This is an optimization exercise on Yosys and OpenROAD, whose aim is small area and a short achievable clock period, not a production implementation. In this exercise RTL edits were held to simulation tests only and were not proved equivalent to the original. No activity file was given, so power comes from the tool's default toggle rates.

== build 36 ==
==> flow/design.v <==
module mem_responder #(
    parameter int DATA_W      = 8,
    parameter int ADDR_W      = 8,
    parameter int WAIT_CYCLES = 1
) (
    input  logic              clk,
    input  logic              rst,
    input  logic              MemRead,
    input  logic              MemWrite,
    input  logic [ADDR_W-1:0] Addr,
    input  logic [DATA_W-1:0] WriteData,
    output logic [DATA_W-1:0] ReadData,
    output logic              Ready,
    output logic              Busy,
    output logic              Err,
    output logic [DATA_W-1:0] IOOut
);
    localparam int RL    = 2;                   
    localparam int RLEN  = 1 << RL;             
    localparam int MB    = (ADDR_W - RL) / 2;   
    localparam int HB    = ADDR_W - RL - MB;    
    localparam int NM    = 1 << MB;
    localparam int NH    = 1 << HB;
    localparam int NRING = NH * NM;
    localparam int NTAP  = RLEN / 2;            
    localparam int NWL   = NRING * NTAP;
    localparam int NGRP  = 8;                   
    localparam int GSIZE = NWL / NGRP;
    logic r_busy, r_busyOut, r_wait, r_access, r_done, r_err;
    logic r_selHi, r_selMid, r_selTap;
    logic w_accept, w_illegal;
    assign w_accept  = !r_busy && (MemRead ^ MemWrite);
    assign w_illegal = !r_busy && MemRead && MemWrite;
    always_ff @(posedge clk) begin
        if (rst) begin
            r_busy    <= 1'b0;
            r_busyOut <= 1'b0;
            r_selHi   <= 1'b0;
            r_selMid  <= 1'b0;
            r_selTap  <= 1'b0;
            r_wait    <= 1'b0;
            r_access  <= 1'b0;
            r_done    <= 1'b0;
            r_err     <= 1'b0;
        end else begin
            r_busy    <= (!r_busy && (MemRead || MemWrite)) || r_wait || r_access;
            r_busyOut <= w_accept || w_illegal || r_wait || r_access;
            r_selHi   <= (!r_busyOut && (MemRead || MemWrite)) || r_wait || r_access;
            r_selMid  <= (!r_selHi && (MemRead || MemWrite)) || r_wait || r_access;
            r_selTap  <= (!r_selMid && (MemRead || MemWrite)) || r_wait || r_access;
            r_wait    <= w_accept;
            r_access  <= r_wait;
            r_done    <= r_access;
            r_err     <= w_illegal;
        end
    end
    logic [RL:0]   r_cnt;
    logic [RL-1:0] w_phase;
    always_ff @(posedge clk) begin
        r_cnt <= r_cnt + 1'b1;
    end
    assign w_phase = r_cnt[RL-1:0];
    logic [NH-1:0]     w_hiIn;
    logic [NM-1:0]     w_midIn;
    logic [NTAP-1:0]   w_tapIn;       
    logic [NTAP-1:0]   w_tapNext;     
    logic [RL-1:0]     w_slotNext;
    logic [RLEN-1:0]   r_lsel [NTAP];  
    always_ff @(posedge clk) begin
        for (int i = 0; i < NTAP; i++)
            for (int l = 0; l < RLEN; l++)
                r_lsel[i][l] <= (RL'(l + w_phase + 1'b1) == RL'(2 * i + 1));
    end
    assign w_slotNext = RL'(Addr[RL-1:0] + w_phase + 1'b1);
    for (genvar i = 0; i < NH; i++) begin : g_hiIn
        assign w_hiIn[i] = (Addr[ADDR_W-1:ADDR_W-HB] == HB'(i));
    end
    for (genvar i = 0; i < NM; i++) begin : g_midIn
        assign w_midIn[i] = (Addr[RL+MB-1:RL] == MB'(i));
    end
    for (genvar i = 0; i < NTAP; i++) begin : g_tapIn
        assign w_tapIn[i]   = r_lsel[i][Addr[RL-1:0]];
        assign w_tapNext[i] = (w_slotNext == RL'(2 * i + 1));
    end
    logic              r_isWrite;
    logic              r_isIo;
    logic [NH-1:0]     r_hi;
    logic [NM-1:0]     r_mid;
    logic [RL-1:0]     r_lo;
    logic [DATA_W-1:0] r_wdata;
    logic [NTAP-1:0]   r_tapW;        
    always_ff @(posedge clk) begin
        if (!r_busy) begin
            r_isWrite <= MemWrite;
            r_isIo    <= &Addr;
            r_hi      <= w_hiIn;
            r_mid     <= w_midIn;
            r_lo      <= Addr[RL-1:0];
            r_wdata   <= WriteData;
        end
        r_tapW <= w_tapNext;
    end
    logic              w_load;
    logic [NH-1:0]     r_wbHi;
    logic [NM-1:0]     r_wbMid;
    logic [RL-1:0]     r_wbLo;
    logic [DATA_W-1:0] r_wbData;
    logic [RL:0]       w_wbVNext;
    logic              r_wbMatch;     
    logic              r_wbMatchB;    
    logic              r_wbFlip;      
    assign w_load    = r_access && r_isWrite && !rst && !r_isIo;
    assign w_wbVNext = (RL + 1)'((w_load ? r_lo : r_wbLo) + r_cnt + 1'b1);
    always_ff @(posedge clk) begin
        if (w_load) begin
            r_wbHi   <= r_hi;
            r_wbMid  <= r_mid;
            r_wbLo   <= r_lo;
            r_wbData <= r_wdata;
        end
        r_wbMatch  <= (w_wbVNext[RL-1:0] == RL'(RLEN - 1));
        r_wbMatchB <= (w_wbVNext[RL-1:0] == RL'(RLEN - 1));
        r_wbFlip   <= w_wbVNext[RL];
    end
    logic [DATA_W-1:0] r_ring [NRING][RLEN];
    logic [NRING-1:0]  w_we;
    logic [NRING-1:0]  w_keep;
    logic [DATA_W-1:0] w_wd;
    assign w_wd = r_wbData ^ {DATA_W{r_wbFlip}};
    for (genvar j = 0; j < NRING; j++) begin : g_ring
        assign w_we[j]   = r_wbMatch && r_wbHi[j / NM] && r_wbMid[j % NM];
        assign w_keep[j] = !(r_wbMatchB && r_wbHi[j / NM] && r_wbMid[j % NM]);
        always_ff @(posedge clk) begin
            r_ring[j][0] <= ~((r_ring[j][RLEN-1] & {DATA_W{w_keep[j]}}) | (w_wd & {DATA_W{w_we[j]}}));
            for (int k = 1; k < RLEN; k++) r_ring[j][k] <= r_ring[j][k-1];
        end
    end
    logic [NH-1:0]      w_hiS;
    logic [NM-1:0]      w_midS;
    logic [NTAP-1:0]    w_tapS;
    logic [NWL-1:0]     w_wl;
    logic [NGRP-1:0]    r_part [DATA_W];
    logic [DATA_W-1:0]  w_look;        
    logic [DATA_W-1:0]  r_rdHold;
    logic               r_fwd;
    logic               r_rdPol;
    logic [RL:0]        w_vPrev;
    assign w_hiS  = r_selHi  ? r_hi   : w_hiIn;
    assign w_midS = r_selMid ? r_mid  : w_midIn;
    assign w_tapS = r_selTap ? r_tapW : w_tapIn;
    for (genvar j = 0; j < NRING; j++) begin : g_wl
        for (genvar i = 0; i < NTAP; i++) begin : g_tap
            assign w_wl[j * NTAP + i] = w_hiS[j / NM] && w_midS[j % NM] && w_tapS[i];
        end
    end
    always_ff @(posedge clk) begin
        for (int b = 0; b < DATA_W; b++) begin
            for (int g = 0; g < NGRP; g++) begin
                logic acc;
                acc = 1'b0;
                for (int x = g * GSIZE; x < (g + 1) * GSIZE; x++) begin
                    acc = acc | (w_wl[x] && r_ring[x / NTAP][2 * (x % NTAP) + 1][b]);
                end
                r_part[b][g] <= acc;
            end
        end
    end
    always_comb begin
        for (int b = 0; b < DATA_W; b++) w_look[b] = |r_part[b];
    end
    assign w_vPrev = (RL + 1)'(r_lo + r_cnt - 1'b1);
    always_ff @(posedge clk) begin
        r_rdHold <= w_look;
        r_fwd    <= (r_hi == r_wbHi) && (r_mid == r_wbMid) && (r_lo == r_wbLo);
        r_rdPol  <= w_vPrev[RL];
    end
    logic [DATA_W-1:0] r_ioOut;
    always_ff @(posedge clk) begin
        if (rst) begin
            r_ioOut <= '0;
        end else if (r_access && r_isWrite && r_isIo) begin
            r_ioOut <= r_wdata;
        end
    end
    assign IOOut = r_ioOut;
    logic [DATA_W-1:0] r_readData;
    always_ff @(posedge clk) begin
        if (rst) begin
            r_readData <= '0;
        end else if (r_access && !r_isWrite) begin
            r_readData <= r_isIo ? r_ioOut : (r_fwd ? r_wbData : (r_rdHold | w_look) ^ {DATA_W{r_rdPol}});
        end
    end
    assign ReadData = r_readData;
    assign Ready    = r_done;
    assign Busy     = r_busyOut;
    assign Err      = r_err;
endmodule
Settings: LEC_CHECK=0, CAP_MARGIN=20, CORE_MARGIN=2, CORE_UTILIZATION=62, SETUP_SLACK_MARGIN=1.5, SLEW_MARGIN=20; clock period 3.6 ns.
standard.sh (not shown) runs the stock make flow with config.mk's settings and CLKGATE_MAP_FILE= SYNTH_SCRIPT=/design/flow/synth_recipe.tcl, a recipe that flattens the netlist after the stock synthesis.
==> flow/flow/run.sh <==
#!/bin/bash
# Layout flow: the standard ORFS flow (standard.sh) with three changes:
# - the port buffers are a plain buffer instead of the delay buffer that
#   buffer_ports picks by itself;
# - repair_timing may resize across cell footprints;
# - clock tree synthesis adds no dummy loads and clusters up to 30 sinks per
#   leaf buffer.
# The make output goes to flow_make.log here; ORFS keeps each step's log under
# orfs/logs/.
set -euo pipefail
bash standard.sh \
    "BUFFER_PORTS_ARGS=-buffer_cell sky130_fd_sc_hd__buf_4" \
    "MATCH_CELL_FOOTPRINT=0" \
    "CTS_ARGS=-sink_clustering_enable -repair_clock_nets -dont_use_dummy_load -sink_clustering_size 30 -sink_clustering_max_diameter 60" \
    finish > flow_make.log 2>&1
Build 36 finished end to end and its layout was clean on timing, DRC and antenna.
#### Input delta (build 95 over build 36)
--- a/flow/config.mk
+++ b/flow/config.mk
@@ -8 +8 @@
-export CAP_MARGIN = 20
+export CAP_MARGIN = 10
@@ -10,3 +10,3 @@
-export CORE_UTILIZATION = 62
-export SETUP_SLACK_MARGIN = 1.5
-export SLEW_MARGIN = 20
+export CORE_UTILIZATION = 68
+export SETUP_SLACK_MARGIN = 1.6
+export SLEW_MARGIN = 10
## What came out
Compared with build 36, in build 95 final routed wirelength across all metal layers went up, worst IR drop on VDD went up.
Build 95 ends up with a relative contribution of the clock network to total power that is 1.2 points lower than in build 36.
Build 36 has lower footprint of the multi-input gates than build 95.
Build 95 vs build 36, share of the cycle needed by the critical path after routing went down by 1.1 points.
| hold slack | build 95 vs build 36 | 0.036 ns higher |
Changes observed in build 95 relative to build 36: number of antenna violations at the first check in global routing went up by 2, combinational share of power went up by 0.7 points.
Inputs modified between build 95 and build 66:
--- a/flow/flow/run.sh
+++ b/flow/flow/run.sh
@@ -6,2 +6 @@
-# - clock tree synthesis adds no dummy loads and clusters up to 30 sinks per
-#   leaf buffer.
+# - clock tree synthesis adds no dummy loads.
@@ -14 +13 @@
-    "CTS_ARGS=-sink_clustering_enable -repair_clock_nets -dont_use_dummy_load -sink_clustering_size 30 -sink_clustering_max_diameter 60" \
+    "CTS_ARGS=-sink_clustering_enable -repair_clock_nets -dont_use_dummy_load" \
--- a/flow/config.mk
+++ b/flow/config.mk
@@ -8 +8 @@
-export CAP_MARGIN = 10
+export CAP_MARGIN = 20
@@ -10,3 +10,3 @@
-export CORE_UTILIZATION = 68
-export SETUP_SLACK_MARGIN = 1.6
-export SLEW_MARGIN = 10
+export CORE_UTILIZATION = 55
+export SETUP_SLACK_MARGIN = 1.5
+export SLEW_MARGIN = 20
Build 66 against build 95: maximum resistive drop on vdd lower, proportion of cell area occupied by multi-input gates lower. When build 66 is measured against build 95, its power share of the combinational group turns out 1.1 points lower. Clock skew is higher on build 95. Build 66 ended up with a higher fraction of power consumed by the clock network than build 95 did. Going from build 95 to build 66, the clock power was found to have gone up by 44%. Sort build 66 and build 95 by post-route total power desc -> top: build 66. The number of instances in the placed design of build 66 is higher than that of build 95.

[port drivers added, routing unchanged]
How much do the figures lean on ideal ports? The routed layouts below were timed once more, with nothing changed but the port constraints. Step 1: set_driving_cell puts a clkbuf_16 on clk and a buf_2 on each other input, an assumption about the parent block. Step 2 adds t to the input delays and takes it off the output delays; t is the mean of the earliest and latest rising clock arrival at the registers after step 1. Input paths then give back, and output paths get back, about the clock's delay inside the block. Slacks: no drivers / after step 1 / after step 2; pairs: no drivers / after step 1.
run | shift t [ns] | setup slack, ns | worst hold slack (ns)
build 36 | 0.779 | 1.298 / 1.262 / 0.483 | 0.165 / 0.121 / 0.285
build 95 | 0.764 | 1.337 / 1.337 / 0.657 | 0.201 / 0.155 / 0.279
build 66 | 0.844 | 1.296 / 1.307 / 0.477 | 0.135 / 0.085 / 0.300
After both steps every run listed still meets setup and hold. For build 66, which loses most, drivers alone change the setup slack by +0.011 ns; drivers and shift together by -0.819 ns.
